This design comes from an exercise in tuning for small area, a short achievable clock period and few clock cycles on the open sky130 flow, not from production work.
RTL that was checked went through simulation tests only; none was proved equivalent to the original.
No functional check of the RTL was part of runs 1 and 2.
No activity file was given, so power comes from the tool's default toggle rates.

[flow/config.mk]
export PLATFORM = sky130hd
export DESIGN_NAME = simpleton_top
export DESIGN_NICKNAME = simpleton_top
export VERILOG_FILES = /design/flow/design.v
export SDC_FILE = /design/flow/constraint.sdc
export NUM_CORES = 4
export LEC_CHECK = 0
export CAP_MARGIN = 20
export CELL_PAD_IN_SITES_GLOBAL_PLACEMENT = 2
export CORE_MARGIN = 2
export CORE_UTILIZATION = 30
export PLACE_DENSITY = 0.45
export SLEW_MARGIN = 20
[flow/constraint.sdc]
create_clock -name core_clock -period 9.0 [get_ports {clk}]
set_input_delay 1.8000 -clock core_clock [delete_from_list [all_inputs] [get_ports {clk}]]
set_output_delay 1.8000 -clock core_clock [all_outputs]
set_load 0.01 [all_outputs]
[flow/design.v]
package simpleton_pkg;
    localparam int DATA_W_DEFAULT = 8;
    localparam int OPC_W = 4;
    localparam logic [OPC_W-1:0] OPC_STA = 4'd1;
    localparam logic [OPC_W-1:0] OPC_LDA = 4'd2;
    localparam logic [OPC_W-1:0] OPC_ADD = 4'd3;
endpackage
`timescale 1ns/1ps
module simpleton_datapath (
    input  logic       ex,
    input  logic [1:0] code,
    input  logic [7:0] acc_in,
    input  logic [7:0] data,
    output logic [7:0] acc_out
);
    always_comb begin
        if (ex && code == 2'd2) begin
            acc_out = data;
        end else if (ex && code == 2'd3) begin
            acc_out = acc_in + data;
        end else begin
            acc_out = acc_in;
        end
    end
endmodule
`timescale 1ns/1ps
module simpleton_control (
    input  logic [3:0] opc,
    output logic [1:0] code
);
    assign code = (opc[3:2] == 2'b00) ? opc[1:0] : 2'b00;
endmodule
`timescale 1ns/1ps
module simpleton_memory (
    input  logic       clk,
    input  logic [5:0] f_grp,
    output logic [3:0] f_opc1,
    output logic [7:0] f_opnd1,
    output logic [3:0] f_opc2,
    output logic [7:0] f_opnd2,
    output logic [31:0] grp0,
    input  logic [7:0] d1_addr,
    output logic [7:0] d1_data,
    input  logic [7:0] d2_addr,
    output logic [7:0] d2_data,
    input  logic [7:0] w1_addr,
    input  logic       we1,
    input  logic       we2,
    input  logic [7:0] wdata
);
    logic [2047:0] mem;
    logic [255:0]  b_opc1;
    logic [511:0]  b_opnd1;
    logic [255:0]  b_opc2;
    logic [511:0]  b_opnd2;
    for (genvar i = 0; i < 256; i++) begin : g_word
        always_ff @(posedge clk) begin
            if ((we1 && w1_addr == i) || (we2 && d2_addr == i)) begin
                mem[8*i +: 8] <= wdata;
            end
        end
    end
    for (genvar k = 0; k < 64; k++) begin : g_bank
        assign b_opc1[4*k +: 4]  = mem[32*k + 4 +: 4];
        assign b_opnd1[8*k +: 8] = mem[32*k + 8 +: 8];
        assign b_opc2[4*k +: 4]  = mem[32*k + 20 +: 4];
        assign b_opnd2[8*k +: 8] = mem[32*k + 24 +: 8];
    end
    assign f_opc1  = b_opc1[4*f_grp +: 4];
    assign f_opnd1 = b_opnd1[8*f_grp +: 8];
    assign f_opc2  = b_opc2[4*f_grp +: 4];
    assign f_opnd2 = b_opnd2[8*f_grp +: 8];
    assign grp0 = mem[31:0];
    assign d1_data = mem[8*d1_addr +: 8];
    assign d2_data = mem[8*d2_addr +: 8];
endmodule
`timescale 1ns/1ps
module simpleton_top #(
    parameter int DATA_W = simpleton_pkg::DATA_W_DEFAULT
) (
    input  logic              clk,
    input  logic              rst,
    input  logic              run,
    input  logic              load_we,
    input  logic [DATA_W-1:0] load_addr,
    input  logic [DATA_W-1:0] load_wdata,
    output logic [DATA_W-1:0] load_rdata,
    output logic [DATA_W-1:0] acc,
    output logic [DATA_W-1:0] pc,
    output logic              halted
);
    logic       started;
    logic       halted_q;
    logic [5:0] grp;
    logic [5:0] grp_f;
    logic       s1_done;
    logic       ev;
    logic [1:0] code1;
    logic [7:0] a1;
    logic [1:0] code2;
    logic [7:0] a2;
    logic [3:0]  f_opc1;
    logic [7:0]  f_opnd1;
    logic [3:0]  f_opc2;
    logic [7:0]  f_opnd2;
    logic [31:0] grp0;
    logic [31:0] grp0_fw;
    logic [1:0]  f_code1;
    logic [1:0]  f_code2;
    logic [1:0]  g_code1;
    logic [1:0]  g_code2;
    logic       running;
    logic       start_try;
    logic       p2_pre;
    logic       pre_ok;
    logic [7:0] d1_pre;
    logic [7:0] d1;
    logic [7:0] d2_addr;
    logic [7:0] w1_addr;
    logic       start;
    logic       xq;
    logic       x;
    logic       sel1;
    logic       act1;
    logic       ex1;
    logic       act2;
    logic       ex2;
    logic       h1;
    logic       h2;
    logic       sta1;
    logic       sta2;
    logic       cut;
    logic       hz;
    logic       halt_set;
    logic [7:0] d1_addr;
    logic [7:0] d1_data;
    logic [7:0] d2_data;
    logic [7:0] acc1;
    logic [7:0] acc2;
    logic       we1;
    logic       we2;
    logic [7:0] wdata;
    simpleton_memory i_memory (
        .clk     (clk),
        .f_grp   (grp_f),
        .f_opc1  (f_opc1),
        .f_opnd1 (f_opnd1),
        .f_opc2  (f_opc2),
        .f_opnd2 (f_opnd2),
        .grp0    (grp0),
        .d1_addr (d1_addr),
        .d1_data (d1_data),
        .w1_addr (w1_addr),
        .d2_addr (d2_addr),
        .d2_data (d2_data),
        .we1     (we1),
        .we2     (we2),
        .wdata   (wdata)
    );
    for (genvar w = 0; w < 4; w++) begin : g_fw
        assign grp0_fw[8*w +: 8] = (load_we && load_addr == w) ? load_wdata : grp0[8*w +: 8];
    end
    simpleton_control i_dec_f1 (.opc(f_opc1), .code(f_code1));
    simpleton_control i_dec_f2 (.opc(f_opc2), .code(f_code2));
    simpleton_control i_dec_g1 (.opc(grp0_fw[7:4]), .code(g_code1));
    simpleton_control i_dec_g2 (.opc(grp0_fw[23:20]), .code(g_code2));
    assign running = started && !halted_q;
    assign start_try = !started && run && !rst;
    assign start     = start_try && !load_we && pre_ok;
    assign p2_pre    = !running && !start_try;
    assign d2_addr   = p2_pre ? a1 : a2;
    assign d1        = started ? d1_data : d1_pre;
    assign xq      = ev && (running || start);
    assign x       = xq && !rst;
    assign h1   = (code1 == 2'd0);
    assign h2   = (code2 == 2'd0);
    assign sta1 = (code1 == 2'd1);
    assign sta2 = (code2 == 2'd1);
    assign sel1    = running && ev && !s1_done && !h1;
    assign d1_addr = sel1 ? a1 : load_addr;
    assign w1_addr = ex1 ? a1 : load_addr;
    assign cut = sta1 && ((a1[7:1] == {grp, 1'b1}) || (!h2 && !sta2 && a1 == a2));
    assign act1 = x && !s1_done;
    assign ex1  = act1 && !h1;
    assign act2 = x && (s1_done || (ex1 && !cut));
    assign ex2  = act2 && !h2;
    assign halt_set = (act1 && h1) || (act2 && h2);
    simpleton_datapath i_dp1 (.ex(ex1), .code(code1), .acc_in(acc),  .data(d1),      .acc_out(acc1));
    simpleton_datapath i_dp2 (.ex(ex2), .code(code2), .acc_in(acc1), .data(d2_data), .acc_out(acc2));
    assign we1   = (ex1 && sta1) || load_we;
    assign we2   = ex2 && sta2;
    assign wdata = load_we ? load_wdata : (sta2 ? acc1 : acc);
    assign hz = (we1 && a1[7:2] == grp_f) || (we2 && a2[7:2] == grp_f);
    always_ff @(posedge clk) begin
        d1_pre <= d2_data;
        pre_ok <= p2_pre && !(load_we && (load_addr == 8'd1 || load_addr == a1));
    end
    always_ff @(posedge clk) begin
        if (rst || !(running || start)) begin
            ev    <= 1'b1;
            code1 <= g_code1;
            a1    <= grp0_fw[15:8];
            code2 <= g_code2;
            a2    <= grp0_fw[31:24];
            if (rst) begin
                started  <= 1'b0;
                halted_q <= 1'b0;
                acc      <= '0;
            end else if (run) begin
                started  <= 1'b1;
            end
            if (rst || !started) begin
                grp     <= '0;
                grp_f   <= 6'd1;
                s1_done <= 1'b0;
            end
        end else begin
            started <= 1'b1;
            acc     <= acc2;
            if (!ev) begin
                ev    <= 1'b1;
                grp_f <= grp_f + 6'd1;
                code1 <= f_code1;
                a1    <= f_opnd1;
                code2 <= f_code2;
                a2    <= f_opnd2;
            end else if (halt_set) begin
                halted_q <= 1'b1;
                if (act2) begin
                    s1_done <= 1'b1;
                end
            end else if (ex1 && cut) begin
                s1_done <= 1'b1;
                ev      <= 1'b0;
                grp_f   <= grp;
            end else if (ex2) begin
                grp     <= grp_f;
                s1_done <= 1'b0;
                if (hz) begin
                    ev <= 1'b0;
                end else begin
                    grp_f <= grp_f + 6'd1;
                    code1 <= f_code1;
                    a1    <= f_opnd1;
                    code2 <= f_code2;
                    a2    <= f_opnd2;
                end
            end
        end
    end
    assign halted = halted_q || (running && ev && (s1_done ? h2 : h1));
    assign load_rdata = d1_data;
    assign pc = {grp, s1_done, started};
endmodule
[flow/run.sh]
#!/bin/bash
# synth_recipe.tcl (not shown) runs the flow's synth.tcl, then flattens the netlist and writes it again
# the make line also repeats each setting of config.mk as NAME=value (left out here)
make -C /OpenROAD-flow-scripts/flow DESIGN_CONFIG=/design/flow/config.mk WORK_HOME=/design/flow/orfs CLKGATE_MAP_FILE= SYNTH_SCRIPT=/design/flow/synth_recipe.tcl finish
==> results of run 1 <==
[Yosys cell counts, types with 19 or more instances]
cell type and n:
nand2_1 2180, edfxtp_1 2090, mux4_2 943, nand3_1 624, clkbuf_1 388, o22ai_1 348
a311oi_1 316, and3_1 305, buf_2 281, a21oi_1 266, a211oi_1 176, nor3_1 159
buf_1 150, nor2_1 146, mux2i_1 140, a31oi_1 134, o21ai_0 134, buf_4 59
nand2b_1 59, xor2_1 28, mux2_2 25, a311o_1 20, inv_1 20, a21o_1 19
a22oi_1 19
[sequential cells by signal, summed over array words and instances (netlist names), 2 cells and up]
name / flops
a1: 8
i_memory.mem: 2048
grp_f: 6
a2: 8
grp: 6
code1: 2
d1_pre: 8
code2: 2
acc: 8
[critical path, cell delays in order, from the launching register on]
cell	delay (ps)
edfxtp_1	420
and4bb_2	750
nand3_4	320
nand2_8	340
buf_12	320
buf_12	200
buf_12	230
nand2_1	70
and3_1	180
a311oi_1	480
nor3_1	120
nor3_1	250
buf_4	170
nor3_1	60
buf_4	150
nor3_1	670
buf_4	270
a311oi_2	70
buf_4	220
inv_1	120
clkdlybuf4s50_1	550
[layout make-up]
| class | instances | area [sq um] | share of cell area (%) |
|---|---|---|---|
| Sequential cell | 2101 | 63000 | 44.3 |
| Multi-Input combinational cell | 6367 | 51100 | 35.9 |
| Timing Repair Buffer | 1338 | 12600 | 8.86 |
| Clock buffer | 318 | 7000 | 4.92 |
| Tap cell | 5197 | 6500 | 4.57 |
| Clock inverter | 158 | 1660 | 1.17 |
| Antenna cell | 131 | 328 | 0.230 |
| Inverter | 22 | 82.6 | 0.0580 |
[where the power goes]
group / internal (mW) / switching [mW] / leakage (nW)
clock: 6.35 / 4.71 / 4.19
sequential: 11.0 / 0.0887 / 19.1
combinational: 2.91 / 6.04 / 25.3
[cell families after synthesis]
family	count (synthesis)
and+or+nand+nor	3594
DFF	2101
AOI/OAI and AO/OA	1600
muxes	1109
buffers and inverters	910
xor gates and xnor gates	46
adders and majority gates	18
[worst paths after layout]
| path | startpoint | cells after the start | slack [ps] | to |
|---|---|---|---|---|
| hold / removal | grp[0] | 2 | 680 | grp_f[0] |
| hold reg to reg | grp[0] | 2 | 680 | grp_f[0] |
| setup / recovery | halted_q | 20 | 120 | load_rdata[2] |
| setup reg to reg | halted_q | 33 | 230 | acc[7] |
[per-stage QoR]
stage | power [mW] | hold slack, ps | utilization, %
after floorplan | 15.2 | 636 | -
after detailed placement | 19.9 | 696 | 34.2
after global placement | 19.9 | 707 | 34.2
after CTS | 30.8 | 705 | 36.5
final | 31.1 | 685 | 36.5
after global routing | 31.5 | 722 | 36.5
[per-layer routing]
layer,GRT usage (%),vias up
met5,1.63,-
met4,22.2,46
met3,12.7,1513
met2,57.5,8725
met1,54.3,55500
li1,-,38800
[what timing repair did]
item / CTS / global route
hold buffers: 0 / 0
buffers inserted: 0 / 0
endpoints found under the setup margin: 0 / 2
resized for setup: 0 / 1
==> results by group, run 1 <==
Drt
  • Routed WL per cell: around 53 um
  • Initial DRC Count: 18.9k
  • Residual DRC count: 0
  • Number of routed nets with antenna violations: 0
  • First-pass DRT Iterations: 6
  • WL met3: 97.9 mm
  • Number of vias per cell: about 6.7
  • Top routing layer in use: met5
  • Metal2 WL: 343 mm
  • Via count: roughly 100k
  • Drt total wl: roughly 820 mm
  • Met1 WL: 328 mm

Die
  • FP Rows: about 230
  • IO Pins: 45
  • Area of the die: slightly below 0.4 sq mm
  • Core ar.: approximately 0.4 sq mm
  • Starting density of the core: between 30% and 40%
  • Vert. Die Dim: roughly 630 um
  • Die W: between 600 and 700 um

Cells and area
  • Commonest non-fill, non-tap cell in the layout: nand2_1
  • NumNets Final: 10.1k
  • Most frequent cells in the layout: 2174 x nand2_1, 2090 x edfxtp_1, 1097 x buf_4, 943 x mux4_2, 616 x nand3_1
  • Share of cells above drive strength 1: 26.9%
  • Non-Filler Cell Area, Final: roughly 0.14 sq mm
  • Fillers: approximately 37k
  • P&R area growth vs syn: 21.1%
  • Final cell count without fillers: 15.6k

Synthesis
  • Simple-gate portion of the synthesized area: 13.5%
  • Synth area leaders: edfxtp_1 53%, mux4_2 18%, nand2_1 7.0%, nand3_1 2.7%, a311oi_1 2.4%
  • Sequential fraction of the synthesis area: 53.6%
  • Distinct cells, synth: about 100
  • Top FF cell, synth: edfxtp_1
  • Mux cell area share after synthesis: around 20%
  • Synthesized area: between 0.1 and 0.15 sq mm
  • Synth Area in Compound Gates: approximately a tenth
  • Post-synth EDFFs: 2090
  • Post-Synth XOR/XNOR Area: less than 1%
  • Leading area contributor after synthesis: edfxtp_1
  • Syn. warnings: 3
  • Seq cells post-synth: between 2k and 2.5k
  • Synthesized instance count: 9378
  • Synth Area in Adders: less than 1%
  • Syn Area/Cell: about 13 sq um
  • Total nets after synthesis: about 9.4k
  • Main combinational cell family by area after synthesis: multiplexers
  • Yosys top cell area share: 53.4%
  • Post-synth ARST share: 0%

Clocking
  • Clock root buffer master: clkbuf_16
  • CTS tree: built
  • H-tree level count: 5
  • Clock Latency Late Sink: around 980 ps
  • Sinks on Clock Net: 2101
  • Clock Tree Buf Depth: 4
  • CTS buffer count: roughly 270
  • Reg clk slew, reported paths: 60 ps

Timing
  • Final WS setup: between 100 and 150 ps
  • Final period util: between 90% and 100%
  • Worst slew margin: 11.1%
  • Worst slew pin tran: 1330 ps
  • Crit path time final: 8880 ps
  • Setup TNS: 0 ps
  • Final-report setup violation count: 0
  • Hold Vio Cnt, Final: 0
  • Fmax: between 100 and 150 MHz
  • Slew Limit Fails: 0
  • Clk_skew: about 56 ps
  • Unrepaired setup endpoints after global routing: false

GRT
  • First-pass GRT wire length: roughly 1000 mm
  • Grt ovf: 0
  • Number of global-route vias before repair: about 95k
  • Initial antenna violation count: 153
  • Gr usage total: between 40% and 50%
  • Largest net degree at the start of global routing: 148

Placed design
  • HPWL Detailed: 632 mm
  • IO buf count: 44
  • Placed cells: ~15k
  • Placed Area: approximately 0.13 sq mm
  • Placer Congestion: 1.07
  • Setup WS pre-CTS: -554 ps

Worst hold path
  • Min-Delay Path Class: register to register

Critical path
  • Max FO, Critical Path: 35
  • Critical Path Start Type: register
  • Crit end category: output port
  • Setup CP Type: register to output port
  • CP required: between 7000 and 8000 ps
  • WP data arrival: 7080 ps

Job
  • Max-cap viol count: 0

Pwr
  • Power Density: 218 mW/mm^2
  • Worst VDD drop: ~0.00014 V
  • Pleak: 48.6 nW

Outcome
  • Status: timing/DRC/antenna clean
==> run 2: changes to the inputs <==
--- a/flow/config.mk
+++ b/flow/config.mk
@@ -6,4 +6,5 @@
 export NUM_CORES = 4
 export LEC_CHECK = 0
+export ABC_AREA = 1
 export CAP_MARGIN = 20
 export CELL_PAD_IN_SITES_GLOBAL_PLACEMENT = 2
==> run 2 against run 1 <==
  * First-iteration DRC count shrank 4.7%
  * Final cell count grew 14%
  * Area after synthesis shrank 2.4%
  * Critical path depth shrank 1
  * Fmax grew 2.1%
  * Sequential share of layout area grew 2.3 points
  * Non-clock buffer count shrank 337
  * Die area shrank 2.4%
  * Global-route usage shrank 2.5 points
  * Sequential power is essentially flat
  * Critical path type unchanged
  * Largest cell class unchanged
  * Largest power group is now clock
==> results by group, run 2 <==
Outcome
  • Status: timing/DRC/antenna clean

GRT
  • Gr usage total: 37.9% (-2.5 points)
  • Number of global-route vias before repair: 105k (+11%)
  • First-pass GRT wire length: 999 mm (-4.2%)
  • Initial antenna violation count: 85 (-44%)
  • Grt ovf: 0 (unchanged)
  • Largest net degree at the start of global routing: 135 (-8.8%)

Drt
  • Initial DRC Count: 18.0k (-4.7%)
  • Number of vias per cell: 6.37 (-4.8%)
  • First-pass DRT Iterations: 7 (+1)
  • Via count: 114k (+8.8%)
  • Routed WL per cell: 42.7 um (-19%)
  • Number of routed nets with antenna violations: 0 (unchanged)
  • Drt total wl: 763 mm (-7.2%)
  • Residual DRC count: 0 (unchanged)

Placed design
  • HPWL Detailed: 518 mm (-18%)
  • IO buf count: 44 (unchanged)
  • Setup WS pre-CTS: 114 ps (+668 ps)
  • Placed Area: 0.126 sq mm (-5.5%)
  • Placer Congestion: 0.968 (-9.2%)

Synthesis
  • Syn Area/Cell: 9.26 sq um (-26%)
  • Top-count cell post-synth: nand2_1
  • Total nets after synthesis: 12.4k (+32%)
  • Leading area contributor after synthesis: edfxtp_1
  • Post-synth top cells: 2147 x nand2_1, 2090 x edfxtp_1, 1609 x nand3_1, 1229 x o21ai_0, 1168 x o22ai_1
  • Synth area leaders: edfxtp_1 55%, nand2_1 7.0%, nand3_1 7.0%, o22ai_1 6.4%, o21ai_0 5.4%
  • Sequential fraction of the synthesis area: 54.9% (+1.3 points)
  • Top FF cell, synth: edfxtp_1
  • Distinct cells, synth: 63 (-36%)
  • Yosys top cell area share: 54.7% (+1.3 points)
  • Post-synth ARST share: 0% (unchanged)
  • Synthesized instance count: 12.4k (+32%)
  • Synthesized area: 0.115 sq mm (-2.4%)
  • Syn. warnings: 3 (unchanged)
  • Post-synth EDFFs: 2090 (unchanged)
  • Seq cells post-synth: 2101 (unchanged)

Cells and area
  • Register area: 0.0630 sq mm (unchanged)
  • Max FFs per register: 2048 (unchanged)
  • Non-Filler Cell Area, Final: 0.135 sq mm (-5.0%)
  • Largest Register: i_memory.mem
  • NumNets Final: 12.6k (+24%)
  • Commonest non-fill, non-tap cell in the layout: nand2_1
  • Post-layout util: 35.4% (-1.1 points)
  • Most frequent cells in the layout: 2107 x nand2_1, 2090 x edfxtp_1, 1609 x nand3_1, 1205 x o21ai_0, 1163 x o22ai_1
  • Share of cells above drive strength 1: 11.8% (-15 points)
  • Area of the multi-input gates: 0.0443 sq mm (-13%)
  • Fillers: 38.8k (+3.5%)
  • P&R area growth vs syn: 17.8%

Timing
  • Setup TNS: 0 ps (unchanged)
  • Hold Vio Cnt, Final: 0 (unchanged)
  • Final period util: 96.6% (-2.0 points)
  • Unrepaired setup endpoints after global routing: false
  • Final-report setup violation count: 0 (unchanged)
  • Crit path time final: 8700 ps (-181 ps)
  • Worst slew pin tran: 1340 ps (+7.55 ps)
  • Clk_skew: 59.9 ps (+3.90 ps)
  • Slew Limit Fails: 0 (unchanged)
  • Worst slew margin: 9.64% (-1.4 points)
  • Final WS setup: 302 ps (+181 ps)
  • Fmax: 115 MHz (+2.1%)

Clocking
  • Sinks on Clock Net: 2101 (unchanged)
  • CTS buffer count: 280 (+4.5%)
  • CTS tree: built
  • Post-CTS setup buffer count: 0 (unchanged)
  • Clock Tree Buf Depth: 4 (unchanged)
  • Reg clk slew, reported paths: 60 ps (about the same)
  • Clock root buffer master: clkbuf_16
  • Post-CTS Resized: 0 (unchanged)
  • Cts hold-fix bufs: 0 (unchanged)
  • H-tree level count: 5 (unchanged)
  • Clock Latency Late Sink: 970 ps (about the same)

Critical path
  • Critical Path Start Type: register
  • Critical path, cell by cell: inv_1, nand2_2, nor2_4, nand2_4, o21ai_4, buf_4, buf_4, o21ai_0, o22ai_1, o211ai_1, nand3_1, nand3_1, nand2_1, nand2_1, nand3_1, buf_4, and2_1, buf_4, clkdlybuf4s50_1
  • Slowest CP cell: o21ai_4
  • Crit path top cell by count: buf_4
  • Bufs and invs on worst path: 6 (-3)
  • Max FO, Critical Path: 20 (-43%)
  • Largest delay share family, worst path: simple AND/OR/NAND/NOR gates
  • Worst stage delay on the critical path: 950 ps (+200 ps)
  • Setup CP Type: register to output port
  • Crit end category: output port
  • CP required: 7200 ps (about the same)
  • WP data arrival: 6900 ps (-180 ps)

Pwr
  • Total power: 31.1 mW (about the same)
  • Power Density: 230 mW/mm^2 (+5.4%)
  • Worst VDD drop: 0.000152 V (+9.3%)
  • Pleak: 46.9 nW (-3.5%)

Die
  • Vert. Die Dim: 622 um (-1.2%)
  • Area of the die: 0.387 sq mm (-2.4%)
  • Die W: 622 um (-1.2%)
  • Starting density of the core: 30.1% (-0.10 points)
  • IO Pins: 45 (unchanged)
  • FP Rows: 227 (-0.87%)
  • Core ar.: 0.381 sq mm (-2.0%)

Job
  • Max-cap viol count: 0 (unchanged)

Worst hold path
  • Min-Delay Path Class: register to register
## run 2: cell type report
type,count,area share [%]
diodes,35,0.0648
clock buffers,344,5.50
clock inverters,161,1.22
inverters,694,1.97
multi-input cells,8488,32.8
flip-flops and latches,2101,46.6
well taps,5038,4.66
repair buffers,1001,7.17
## run 2: path summary, 6_finish.rpt
| kind | start | end | slack, ps | cells past startpoint |
|---|---|---|---|---|
| hold / removal | ev | s1_done | 710 | 2 |
| setup / recovery | halted_q | load_rdata[5] | 300 | 19 |
| setup reg to reg | halted_q | acc[7] | 800 | 40 |
| hold reg to reg | ev | s1_done | 710 | 2 |
## run 2: cell families after synthesis
kind of cell,synth area share (%)
flip-flops,54.9
XOR/XNOR,0.153
adder cells (fa/ha/maj),0.209
AO/OA/AOI/OAI,20.6
buffers and inverters,6.86
AND/OR/NAND/NOR,17.3
## run 2: worst min-delay path: cells and delay by family (launching register included)
kind | cells | cell delay (ps)
flip-flops | 1 | 330
buffers and inverters | 1 | 130
AND/OR/NAND/NOR | 1 | 70
## run 2: metal layers
| metal | GRT usage (%) | wire [um] |
|---|---|---|
| met2 | 55.3 | 321000 |
| met1 | 51.8 | 318000 |
| met3 | 11.0 | 84700 |
| met4 | 17.0 | 38900 |
| met5 | 0 | 485 |
## run 2: power breakdown
part           switching, mW  internal, mW  total (mW)
logic                   6.49          2.00        8.49
clock network           4.83          6.67        11.5
registers             0.0602          11.0        11.1
total                   11.4          19.7        31.1
## run 2: through the flow
stage / hold WS, ps / instances
3_5_place_dp: 690 / 17300
2_1_floorplan: 638 / 12400
5_1_grt: 745 / 17800
3_3_place_gp: 683 / 17300
6_report: 711 / 17900
4_1_cts: 709 / 17800
==> run 3: changes to the inputs <==
--- a/flow/design.v
+++ b/flow/design.v
@@ -44,5 +44,4 @@
     input  logic [7:0] d2_addr,
     output logic [7:0] d2_data,
-    input  logic [7:0] w1_addr,
     input  logic       we1,
     input  logic       we2,
@@ -56,5 +55,5 @@
     for (genvar i = 0; i < 256; i++) begin : g_word
         always_ff @(posedge clk) begin
-            if ((we1 && w1_addr == i) || (we2 && d2_addr == i)) begin
+            if ((we1 && d1_addr == i) || (we2 && d2_addr == i)) begin
                 mem[8*i +: 8] <= wdata;
             end
@@ -111,11 +110,4 @@
     logic [1:0]  g_code2;
     logic       running;
-    logic       start_try;
-    logic       p2_pre;
-    logic       pre_ok;
-    logic [7:0] d1_pre;
-    logic [7:0] d1;
-    logic [7:0] d2_addr;
-    logic [7:0] w1_addr;
     logic       start;
     logic       xq;
@@ -151,6 +143,5 @@
         .d1_addr (d1_addr),
         .d1_data (d1_data),
-        .w1_addr (w1_addr),
-        .d2_addr (d2_addr),
+        .d2_addr (a2),
         .d2_data (d2_data),
         .we1     (we1),
@@ -166,9 +157,5 @@
     simpleton_control i_dec_g2 (.opc(grp0_fw[23:20]), .code(g_code2));
     assign running = started && !halted_q;
-    assign start_try = !started && run && !rst;
-    assign start     = start_try && !load_we && pre_ok;
-    assign p2_pre    = !running && !start_try;
-    assign d2_addr   = p2_pre ? a1 : a2;
-    assign d1        = started ? d1_data : d1_pre;
+    assign start   = !started && run && !load_we;
     assign xq      = ev && (running || start);
     assign x       = xq && !rst;
@@ -177,7 +164,6 @@
     assign sta1 = (code1 == 2'd1);
     assign sta2 = (code2 == 2'd1);
-    assign sel1    = running && ev && !s1_done && !h1;
+    assign sel1    = xq && !s1_done && !h1;
     assign d1_addr = sel1 ? a1 : load_addr;
-    assign w1_addr = ex1 ? a1 : load_addr;
     assign cut = sta1 && ((a1[7:1] == {grp, 1'b1}) || (!h2 && !sta2 && a1 == a2));
     assign act1 = x && !s1_done;
@@ -186,5 +172,5 @@
     assign ex2  = act2 && !h2;
     assign halt_set = (act1 && h1) || (act2 && h2);
-    simpleton_datapath i_dp1 (.ex(ex1), .code(code1), .acc_in(acc),  .data(d1),      .acc_out(acc1));
+    simpleton_datapath i_dp1 (.ex(ex1), .code(code1), .acc_in(acc),  .data(d1_data), .acc_out(acc1));
     simpleton_datapath i_dp2 (.ex(ex2), .code(code2), .acc_in(acc1), .data(d2_data), .acc_out(acc2));
     assign we1   = (ex1 && sta1) || load_we;
@@ -193,14 +179,5 @@
     assign hz = (we1 && a1[7:2] == grp_f) || (we2 && a2[7:2] == grp_f);
     always_ff @(posedge clk) begin
-        d1_pre <= d2_data;
-        pre_ok <= p2_pre && !(load_we && (load_addr == 8'd1 || load_addr == a1));
-    end
-    always_ff @(posedge clk) begin
-        if (rst || !(running || start)) begin
-            ev    <= 1'b1;
-            code1 <= g_code1;
-            a1    <= grp0_fw[15:8];
-            code2 <= g_code2;
-            a2    <= grp0_fw[31:24];
+        if (rst || (!started && !start)) begin
             if (rst) begin
                 started  <= 1'b0;
@@ -210,10 +187,13 @@
                 started  <= 1'b1;
             end
-            if (rst || !started) begin
-                grp     <= '0;
-                grp_f   <= 6'd1;
-                s1_done <= 1'b0;
-            end
-        end else begin
+            grp     <= '0;
+            grp_f   <= 6'd1;
+            s1_done <= 1'b0;
+            ev      <= 1'b1;
+            code1   <= g_code1;
+            a1      <= grp0_fw[15:8];
+            code2   <= g_code2;
+            a2      <= grp0_fw[31:24];
+        end else if (!halted_q) begin
             started <= 1'b1;
             acc     <= acc2;
--- a/flow/config.mk
+++ b/flow/config.mk
@@ -6,5 +6,4 @@
 export NUM_CORES = 4
 export LEC_CHECK = 0
-export ABC_AREA = 1
 export CAP_MARGIN = 20
 export CELL_PAD_IN_SITES_GLOBAL_PLACEMENT = 2
==> run 3 against run 2 <==
  * Critical path depth shrank 3
  * Non-clock buffer count grew 124
  * Design area grew 1.7%
  * The layout now fails its checks (negative setup slack)
  * Register-to-register slack gained 330 ps
  * Flip-flop and latch count shrank 9
  * Utilization grew 0.79 points
  * Total power shrank 8.7%
  * Clock-buffer cell count shrank 13
  * Synthesized cell count shrank 42%
  * Largest power group unchanged
  * Clock skew grew 12 ps
  * First-iteration DRC count shrank 16%
  * Clock power is essentially flat
==> results by group, run 3 <==
Cells and area
  • Non-Filler Cell Area, Final: 0.137 sq mm (+1.7%)
  • P&R area growth vs syn: 20.1%
  • Max FFs per register: 2048 (unchanged)
  • Most frequent cells in the layout: 2078 x edfxtp_1, 1254 x mux4_2, 1030 x a31oi_1, 876 x buf_4, 504 x o22ai_1
  • Share of cells above drive strength 1: 36.9% (+25 points)
  • Largest Register: i_memory.mem
  • Commonest non-fill, non-tap cell in the layout: edfxtp_1
  • NumNets Final: 7716 (-39%)
  • Final cell count without fillers: 12.9k (-28%)

Job
  • Max-cap viol count: 0 (unchanged)

Timing
  • Final-report setup violation count: 2 (+2)
  • Fmax: 110 MHz (-4.4%)
  • Slew Limit Fails: 0 (unchanged)
  • Worst slew pin tran: 1320 ps (-16.9 ps)
  • Clk_skew: 71.7 ps (+11.7 ps)
  • Final period util: 101% (+4.4 points)
  • Hold Vio Cnt, Final: 0 (unchanged)
  • Crit path time final: 9100 ps (+398 ps)
  • Final WS setup: -96.2 ps (-398 ps)
  • Worst slew margin: 11.4% (+1.8 points)

Placed design
  • Placer Congestion: 0.943 (-2.5%)
  • Placed Area: 0.128 sq mm (+1.7%)
  • HPWL Detailed: 477 mm (-7.8%)
  • Placed cells: 12.4k (-28%)
  • IO buf count: 44 (unchanged)

Pwr
  • Power Density: 207 mW/mm^2 (-10%)
  • Pleak: 42.4 nW (-9.5%)
  • Worst VDD drop: 0.000137 V (-9.4%)

GRT
  • Largest net degree at the start of global routing: 129 (-4.4%)
  • Number of global-route vias before repair: 86.0k (-18%)
  • Grt ovf: 0 (unchanged)
  • Initial antenna violation count: 71 (-16%)
  • Gr usage total: 34.2% (-3.7 points)
  • First-pass GRT wire length: 885 mm (-11%)

Synthesis
  • Top-count cell post-synth: edfxtp_1
  • Post-synth top cells: 2078 x edfxtp_1, 1254 x mux4_2, 1032 x a31oi_1, 527 x o22ai_1, 329 x clkbuf_1
  • Distinct cells, synth: 86 (+37%)
  • Post-synth ARST share: 0% (unchanged)
  • Synth area leaders: edfxtp_1 55%, mux4_2 25%, a31oi_1 5.6%, o22ai_1 2.9%, o41ai_1 2.1%
  • Syn Area/Cell: 16.0 sq um (+73%)
  • Yosys top cell area share: 54.5% (-0.19 points)
  • Synthesized instance count: 7132 (-42%)
  • Synthesized area: 0.114 sq mm (-0.24%)
  • Syn. warnings: 3 (unchanged)
  • Leading area contributor after synthesis: edfxtp_1
  • Post-synth EDFFs: 2078 (-0.57%)
  • Sequential fraction of the synthesis area: 54.8% (-0.13 points)
  • Seq cells post-synth: 2092 (-0.43%)
  • Top FF cell, synth: edfxtp_1
  • Total nets after synthesis: 7169 (-42%)

Drt
  • First-pass DRT Iterations: 6 (-1)
  • Drt total wl: 679 mm (-11%)
  • Via count: 90.6k (-20%)
  • Residual DRC count: 0 (unchanged)
  • Number of routed nets with antenna violations: 0 (unchanged)
  • Routed WL per cell: 52.5 um (+23%)
  • Number of vias per cell: 7.00 (+10%)
  • Initial DRC Count: 15.2k (-16%)

Critical path
  • CP required: 7200 ps (about the same)
  • Critical Path Start Type: input pin
  • WP data arrival: 7300 ps (+400 ps)
  • Max FO, Critical Path: 40 (+100%)
  • Slowest CP cell: o41ai_1
  • Crit path top cell by count: buf_12
  • Critical path, cell by cell: clkdlybuf4s50_1, nor3b_4, buf_4, buf_12, o2111ai_4, buf_12, buf_12, buf_12, buf_4, a31oi_1, o41ai_1, a41oi_1, o41ai_1, buf_4, and4_4, clkdlybuf4s50_1
  • Worst stage delay on the critical path: 690 ps (-260 ps)
  • Crit end category: output port
  • Setup CP Type: input pin to output port

Die
  • Die W: 622 um (-0.12%)
  • Core ar.: 0.379 sq mm (-0.51%)
  • FP Rows: 226 (-0.44%)
  • Area of the die: 0.387 sq mm (-0.24%)
  • Starting density of the core: 30.2% (+0.084 points)
  • Vert. Die Dim: 622 um (-0.12%)
  • IO Pins: 45 (unchanged)

Clocking
  • Clock Latency Late Sink: 960 ps (about the same)
  • CTS buffer count: 275 (-1.8%)
  • Reg clk slew, reported paths: 60 ps (about the same)
  • H-tree level count: 5 (unchanged)
  • Cts hold-fix bufs: 0 (unchanged)
  • CTS tree: built
  • Clock root buffer master: clkbuf_16
  • Sinks on Clock Net: 2092 (-0.43%)
  • Clock Tree Buf Depth: 4 (unchanged)

Worst hold path
  • Min-Delay Path Class: register to register

Outcome
  • Layout Check Fails: negative setup slack
  • Status: failed layout checks
==> run 3: cell types whose count changed after synthesis, moves of 98 or more <==
cell | previous run | this run
o22ai_1 | 1168 | 527
nand2_1 | 2147 | 102
inv_1 | 655 | 24
nand3_1 | 1609 | 19
a21oi_1 | 479 | 110
a22oi_1 | 98 | 0
o211ai_1 | 575 | 4
mux4_2 | 0 | 1254
o41ai_1 | 2 | 272
a31oi_1 | 14 | 1032
o21ai_0 | 1229 | 110
nand4_1 | 137 | 21
buf_2 | 521 | 261
nor2_1 | 537 | 145
==> run 3: power breakdown <==
part	internal [mW]	total, mW	leakage [nW]	switching, mW
Sequential	11.0	11.1	19.0	0.0818
Combinational	2.18	6.07	19.1	3.89
Clock	6.47	11.2	4.31	4.76
==> run 3: final cells by class <==
type	instances	area [sq um]
Inverter	25	93.8
Clock inverter	159	1730
Antenna cell	30	75.1
Timing Repair Buffer	1125	11100
Fill cell	35600	242000
Sequential cell	2092	62700
Clock buffer	331	7190
Multi-Input combinational cell	4160	48200
Tap cell	5016	6280
==> run 3: routing by layer <==
metal / vias to the layer above / part of all wire [%] / wire [um] / GRT usage [%]
li1: 32900 / - / - / -
met1: 49000 / 40 / 273000 / 46.5
met2: 7165 / 43 / 290000 / 50.2
met3: 1437 / 11 / 76900 / 10.4
met4: 54 / 5.7 / 38300 / 15.4
met5: - / 0.052 / 355 / 0
==> run 3: cells by family (layout without fill, tap and decap cells) <==
logic type | Yosys count | in the layout | synth area share (%)
adder cells (fa/ha/maj) | 17 | 17 | 0.199
AO/OA/AOI/OAI | 2314 | 2314 | 13.5
AND/OR/NAND/NOR | 475 | 475 | 2.02
multiplexers | 1320 | 1320 | 25.3
flip-flops | 2092 | 2092 | 54.8
XOR/XNOR | 34 | 34 | 0.260
buffers and inverters | 880 | 1640 | 3.95
other | 0 | 30 | 0
==> run 3: repair_timing <==
action	4_1_cts	5_1_grt
pin swaps	2	6
gates cloned	0	1
buffers inserted	0	2
gates resized for setup	13	28
endpoints found under the setup margin	3	61
==> run 3: worst paths after layout <==
| check | from | endpoint | slack (ps) | depth (start not counted) |
|---|---|---|---|---|
| worst min-delay path | grp_f[5] | grp_f[5] | 600 | 2 |
| worst max-delay path | run | load_rdata[7] | -100 | 16 |
| worst max register to register | started | i_memory.mem[823] | 1130 | 26 |
| worst min register to register | grp_f[5] | grp_f[5] | 600 | 2 |
==> run 3: metrics by stage <==
stage	power [mW]	utilization, %	hold WS (ps)	TNS (ps)	worst slack (ps)
after global placement	17.2	33.7	602	-440940	-1110
after floorplan	14.2	-	566	-361840	-791
final	28.4	36.2	604	-149	-96.2
after detailed placement	17.2	33.8	598	-311010	-837
after CTS	28.4	36.1	610	0	18.5
after global routing	29.0	36.2	629	-12.7	-12.7
==> run 3: critical path: cells and delay by family <==
kind / cells / cell delay (ps)
AO/OA/AOI/OAI: 5 / 2100
buffers and inverters: 9 / 2770
AND/OR/NAND/NOR: 2 / 560
Testbench counts of run 3, summed over its fixed seeds: cycles 3,594.
==> run 4: changes to the inputs <==
--- a/flow/design.v
+++ b/flow/design.v
@@ -44,4 +44,5 @@
     input  logic [7:0] d2_addr,
     output logic [7:0] d2_data,
+    input  logic [7:0] w1_addr,
     input  logic       we1,
     input  logic       we2,
@@ -49,28 +50,34 @@
 );
     logic [2047:0] mem;
-    logic [255:0]  b_opc1;
-    logic [511:0]  b_opnd1;
-    logic [255:0]  b_opc2;
-    logic [511:0]  b_opnd2;
     for (genvar i = 0; i < 256; i++) begin : g_word
         always_ff @(posedge clk) begin
-            if ((we1 && d1_addr == i) || (we2 && d2_addr == i)) begin
+            if ((we1 && w1_addr == i) || (we2 && d2_addr == i)) begin
                 mem[8*i +: 8] <= wdata;
             end
         end
     end
-    for (genvar k = 0; k < 64; k++) begin : g_bank
-        assign b_opc1[4*k +: 4]  = mem[32*k + 4 +: 4];
-        assign b_opnd1[8*k +: 8] = mem[32*k + 8 +: 8];
-        assign b_opc2[4*k +: 4]  = mem[32*k + 20 +: 4];
-        assign b_opnd2[8*k +: 8] = mem[32*k + 24 +: 8];
-    end
-    assign f_opc1  = b_opc1[4*f_grp +: 4];
-    assign f_opnd1 = b_opnd1[8*f_grp +: 8];
-    assign f_opc2  = b_opc2[4*f_grp +: 4];
-    assign f_opnd2 = b_opnd2[8*f_grp +: 8];
+    always_comb begin
+        f_opc1  = '0;
+        f_opnd1 = '0;
+        f_opc2  = '0;
+        f_opnd2 = '0;
+        for (int k = 0; k < 64; k++) begin
+            if (f_grp == k) begin
+                f_opc1  = f_opc1  | mem[32*k + 4 +: 4];
+                f_opnd1 = f_opnd1 | mem[32*k + 8 +: 8];
+                f_opc2  = f_opc2  | mem[32*k + 20 +: 4];
+                f_opnd2 = f_opnd2 | mem[32*k + 24 +: 8];
+            end
+        end
+    end
+    always_comb begin
+        d1_data = '0;
+        d2_data = '0;
+        for (int i = 0; i < 256; i++) begin
+            if (d1_addr == i) d1_data = d1_data | mem[8*i +: 8];
+            if (d2_addr == i) d2_data = d2_data | mem[8*i +: 8];
+        end
+    end
     assign grp0 = mem[31:0];
-    assign d1_data = mem[8*d1_addr +: 8];
-    assign d2_data = mem[8*d2_addr +: 8];
 endmodule
 `timescale 1ns/1ps
@@ -110,8 +117,17 @@
     logic [1:0]  g_code2;
     logic       running;
+    logic       start_try;
+    logic       p2_pre;
+    logic       pre_ok;
+    logic [7:0] d1_pre;
+    logic [7:0] d1;
+    logic [7:0] d2_addr;
+    logic [7:0] w1_addr;
     logic       start;
     logic       xq;
     logic       x;
     logic       sel1;
+    logic       exr1;
+    logic       exr2;
     logic       act1;
     logic       ex1;
@@ -143,5 +159,6 @@
         .d1_addr (d1_addr),
         .d1_data (d1_data),
-        .d2_addr (a2),
+        .w1_addr (w1_addr),
+        .d2_addr (d2_addr),
         .d2_data (d2_data),
         .we1     (we1),
@@ -157,5 +174,9 @@
     simpleton_control i_dec_g2 (.opc(grp0_fw[23:20]), .code(g_code2));
     assign running = started && !halted_q;
-    assign start   = !started && run && !load_we;
+    assign start_try = !started && run && !rst;
+    assign start     = start_try && !load_we && pre_ok;
+    assign p2_pre    = !running && !start_try;
+    assign d2_addr   = p2_pre ? a1 : a2;
+    assign d1        = started ? d1_data : d1_pre;
     assign xq      = ev && (running || start);
     assign x       = xq && !rst;
@@ -164,7 +185,9 @@
     assign sta1 = (code1 == 2'd1);
     assign sta2 = (code2 == 2'd1);
-    assign sel1    = xq && !s1_done && !h1;
     assign d1_addr = sel1 ? a1 : load_addr;
+    assign w1_addr = ex1 ? a1 : load_addr;
     assign cut = sta1 && ((a1[7:1] == {grp, 1'b1}) || (!h2 && !sta2 && a1 == a2));
+    assign exr1 = ev && !s1_done && !h1;
+    assign exr2 = ev && (s1_done || (exr1 && !cut)) && !h2;
     assign act1 = x && !s1_done;
     assign ex1  = act1 && !h1;
@@ -172,6 +195,6 @@
     assign ex2  = act2 && !h2;
     assign halt_set = (act1 && h1) || (act2 && h2);
-    simpleton_datapath i_dp1 (.ex(ex1), .code(code1), .acc_in(acc),  .data(d1_data), .acc_out(acc1));
-    simpleton_datapath i_dp2 (.ex(ex2), .code(code2), .acc_in(acc1), .data(d2_data), .acc_out(acc2));
+    simpleton_datapath i_dp1 (.ex(exr1), .code(code1), .acc_in(acc),  .data(d1),      .acc_out(acc1));
+    simpleton_datapath i_dp2 (.ex(exr2), .code(code2), .acc_in(acc1), .data(d2_data), .acc_out(acc2));
     assign we1   = (ex1 && sta1) || load_we;
     assign we2   = ex2 && sta2;
@@ -179,5 +202,14 @@
     assign hz = (we1 && a1[7:2] == grp_f) || (we2 && a2[7:2] == grp_f);
     always_ff @(posedge clk) begin
-        if (rst || (!started && !start)) begin
+        d1_pre <= d2_data;
+        pre_ok <= p2_pre && !(load_we && (load_addr == 8'd1 || load_addr == a1));
+    end
+    always_ff @(posedge clk) begin
+        if (rst || !(running || start)) begin
+            ev    <= 1'b1;
+            code1 <= g_code1;
+            a1    <= grp0_fw[15:8];
+            code2 <= g_code2;
+            a2    <= grp0_fw[31:24];
             if (rst) begin
                 started  <= 1'b0;
@@ -187,13 +219,10 @@
                 started  <= 1'b1;
             end
-            grp     <= '0;
-            grp_f   <= 6'd1;
-            s1_done <= 1'b0;
-            ev      <= 1'b1;
-            code1   <= g_code1;
-            a1      <= grp0_fw[15:8];
-            code2   <= g_code2;
-            a2      <= grp0_fw[31:24];
-        end else if (!halted_q) begin
+            if (rst || !started) begin
+                grp     <= '0;
+                grp_f   <= 6'd1;
+                s1_done <= 1'b0;
+            end
+        end else begin
             started <= 1'b1;
             acc     <= acc2;
@@ -229,4 +258,17 @@
         end
     end
+    always_ff @(posedge clk) begin
+        if (rst) begin
+            sel1 <= 1'b0;
+        end else if (!(running || start)) begin
+            sel1 <= !started && run && (g_code1 != 2'd0);
+        end else if (!ev) begin
+            sel1 <= !s1_done && (f_code1 != 2'd0);
+        end else if (halt_set || (ex1 && cut)) begin
+            sel1 <= 1'b0;
+        end else if (ex2) begin
+            sel1 <= !hz && (f_code1 != 2'd0);
+        end
+    end
     assign halted = halted_q || (running && ev && (s1_done ? h2 : h1));
     assign load_rdata = d1_data;
--- a/flow/config.mk
+++ b/flow/config.mk
@@ -6,4 +6,5 @@
 export NUM_CORES = 4
 export LEC_CHECK = 0
+export ABC_AREA = 1
 export CAP_MARGIN = 20
 export CELL_PAD_IN_SITES_GLOBAL_PLACEMENT = 2
@@ -11,3 +12,4 @@
 export CORE_UTILIZATION = 30
 export PLACE_DENSITY = 0.45
+export SETUP_SLACK_MARGIN = 0.3
 export SLEW_MARGIN = 20
==> run 4 against run 3 <==
  * Area after synthesis decreased by 4.8%
  * The flow now stops in global routing
  * Synthesized cell count increased by 68%
==> results by group, run 4 <==
GRT
  • Gr usage total: 103%
  • First-pass GRT wire length: ~2400 mm
  • Number of global-route vias before repair: 179k
  • Largest net degree at the start of global routing: 77
  • Grt ovf: between 20k and 30k

Synthesis
  • Top FF cell, synth: edfxtp_1
  • Synth area leaders: edfxtp_1 58%, nand2_1 12%, inv_1 5.4%, o22ai_1 4.9%, o21ai_0 4.2%
  • Post-synth ARST share: 0% (unchanged)
  • Synth Area in Adders: 0.243% (+0.044 points)
  • Synth Area in Compound Gates: 14.7% (+1.1 points)
  • Post-synth top cells: 3391 x nand2_1, 2090 x edfxtp_1, 1564 x inv_1, 957 x nor2_1, 925 x o21ai_0
  • Post-Synth XOR/XNOR Area: 0.121% (-0.14 points)
  • Post-synth EDFFs: 2090 (+0.58%)
  • Seq cells post-synth: 2102 (+0.48%)
  • Yosys top cell area share: 57.6% (+3.1 points)
  • Mux cell area share after synthesis: 0.00918% (-25 points)
  • Synthesized area: 0.109 sq mm (-4.8%)
  • Sequential fraction of the synthesis area: 57.8% (+3.0 points)
  • Synthesized instance count: 12.0k (+68%)
  • Total nets after synthesis: 12.0k (+67%)
  • Main combinational cell family by area after synthesis: simple AND/OR/NAND/NOR gates
  • Syn Area/Cell: 9.11 sq um (-43%)
  • Distinct cells, synth: 58 (-33%)
  • Leading area contributor after synthesis: edfxtp_1
  • Top-count cell post-synth: nand2_1
  • Syn. warnings: 3 (unchanged)
  • Simple-gate portion of the synthesized area: 20.6% (+19 points)

Clocking
  • Sinks on Clock Net: 2102 (+0.48%)
  • Clock root buffer master: clkbuf_16
  • H-tree level count: 4 (-1)
  • Clock Tree Buf Depth: 4 (unchanged)
  • Cts hold-fix bufs: 0 (unchanged)
  • CTS buffer count: 236 (-14%)

Placed design
  • Placed cells: 19.4k (+57%)
  • HPWL Detailed: 1430 mm (+200%)
  • IO buf count: 44 (unchanged)
  • Placer Congestion: 1.90 (+100%)

Outcome
  • Status: stopped before the end
  • Last flow stage reached: global routing
  • Log Error: [ERROR GRT-0116] Global routing finished with congestion. Check the congestion regions in the DRC Viewer.

Die
  • FP Rows: 221 (-2.2%)
  • Starting density of the core: 30.1% (-0.048 points)
  • Die W: 607 um (-2.4%)
  • IO Pins: 45 (unchanged)
  • Vert. Die Dim: 607 um (-2.4%)
[run 4: cell types whose count changed after synthesis, moves of 201 or more]
| cell | delta |
|---|---|
| nand2_1 | +3289 |
| inv_1 | +1540 |
| mux4_2 | -1254 |
| a31oi_1 | -1028 |
| o21ai_0 | +815 |
| nor2_1 | +812 |
| o22ai_1 | +321 |
| nand3_1 | +301 |
| o41ai_1 | -272 |
| nand4_1 | +258 |
| nor4_1 | +237 |
| buf_2 | -201 |
[run 4: worst max-delay path by stage]
stage | startpoint | to | slack, ps | cells after the start
after floorplan | load_addr[0] | i_memory.mem[0] | 360 | 22
after global placement | load_addr[1] | acc[7] | -2100 | 42
after detailed placement | load_addr[5] | acc[7] | -1350 | 43
after CTS | load_addr[2] | load_rdata[4] | 180 | 24
[run 4: power groups by stage]
stage                     Clock (mW)  Sequential (mW)  Combinational (mW)
after detailed placement           0             11.3                5.00
after global placement             0             11.3                5.01
after CTS                       10.4             11.1                5.04
after floorplan                    0             11.4                1.21
[run 4: logic make-up after synthesis]
kind of cell / Yosys count
DFF: 2102
and+or+nand+nor: 5410
muxes: 1
AOI/OAI and AO/OA: 2537
adders and majority gates: 20
xor gates and xnor gates: 15
buffers and inverters: 1875
[run 4: per-stage QoR]
step                      setup slack (ps)  hold WS [ps]  instance area, sq um  setup TNS [ps]
after floorplan                        357           592                109000               0
after global placement               -2100           678                141000        -2319490
after detailed placement             -1350           698                142000        -1427030
after CTS                              183           708                150000               0
[run 4: what timing repair did]
action	4_1_cts
hold endpoints to repair	0
setup buffers	0
resized for setup	56
setup endpoints to repair	1228
pin swaps	3
[run 4: metal layers]
layer / overflow / global-route usage [%]
met1: 5050 / 98.4
met3: 3565 / 94.1
met2: 16200 / 117
met5: 410 / 85.1
met4: 4271 / 99.4
Testbench counts of run 4, summed over its fixed seeds: cycles 3,594.

[what the ideal ports hide]
Ports are ideal in the flow. The routed layouts listed here were re-timed in OpenROAD. Step 1: set_driving_cell puts a clkbuf_16 on clk and a buf_2 on each other input, an assumption about the parent block. Step 2 also shifts input and output timing later by t, the mid clock arrival at the registers, as if the neighbouring blocks saw the same clock. a / b / c = ideal ports / drivers / drivers and shift; a / b = the first two.
run	t, ns	slack for setup (ns)	worst data-port slew with drivers (ns)
run 1	1.052	0.121 / 0.017 / -0.691	0.07
run 2	1.052	0.302 / 0.189 / -0.290	0.12
run 3	1.029	-0.096 / -0.121 / -0.590	0.17
Met with ideal ports but missed after step 2: setup timing in run 1 and run 2. The setup slack of run 1, which loses most, moves by -0.104 ns with the drivers and by -0.812 ns with both steps.
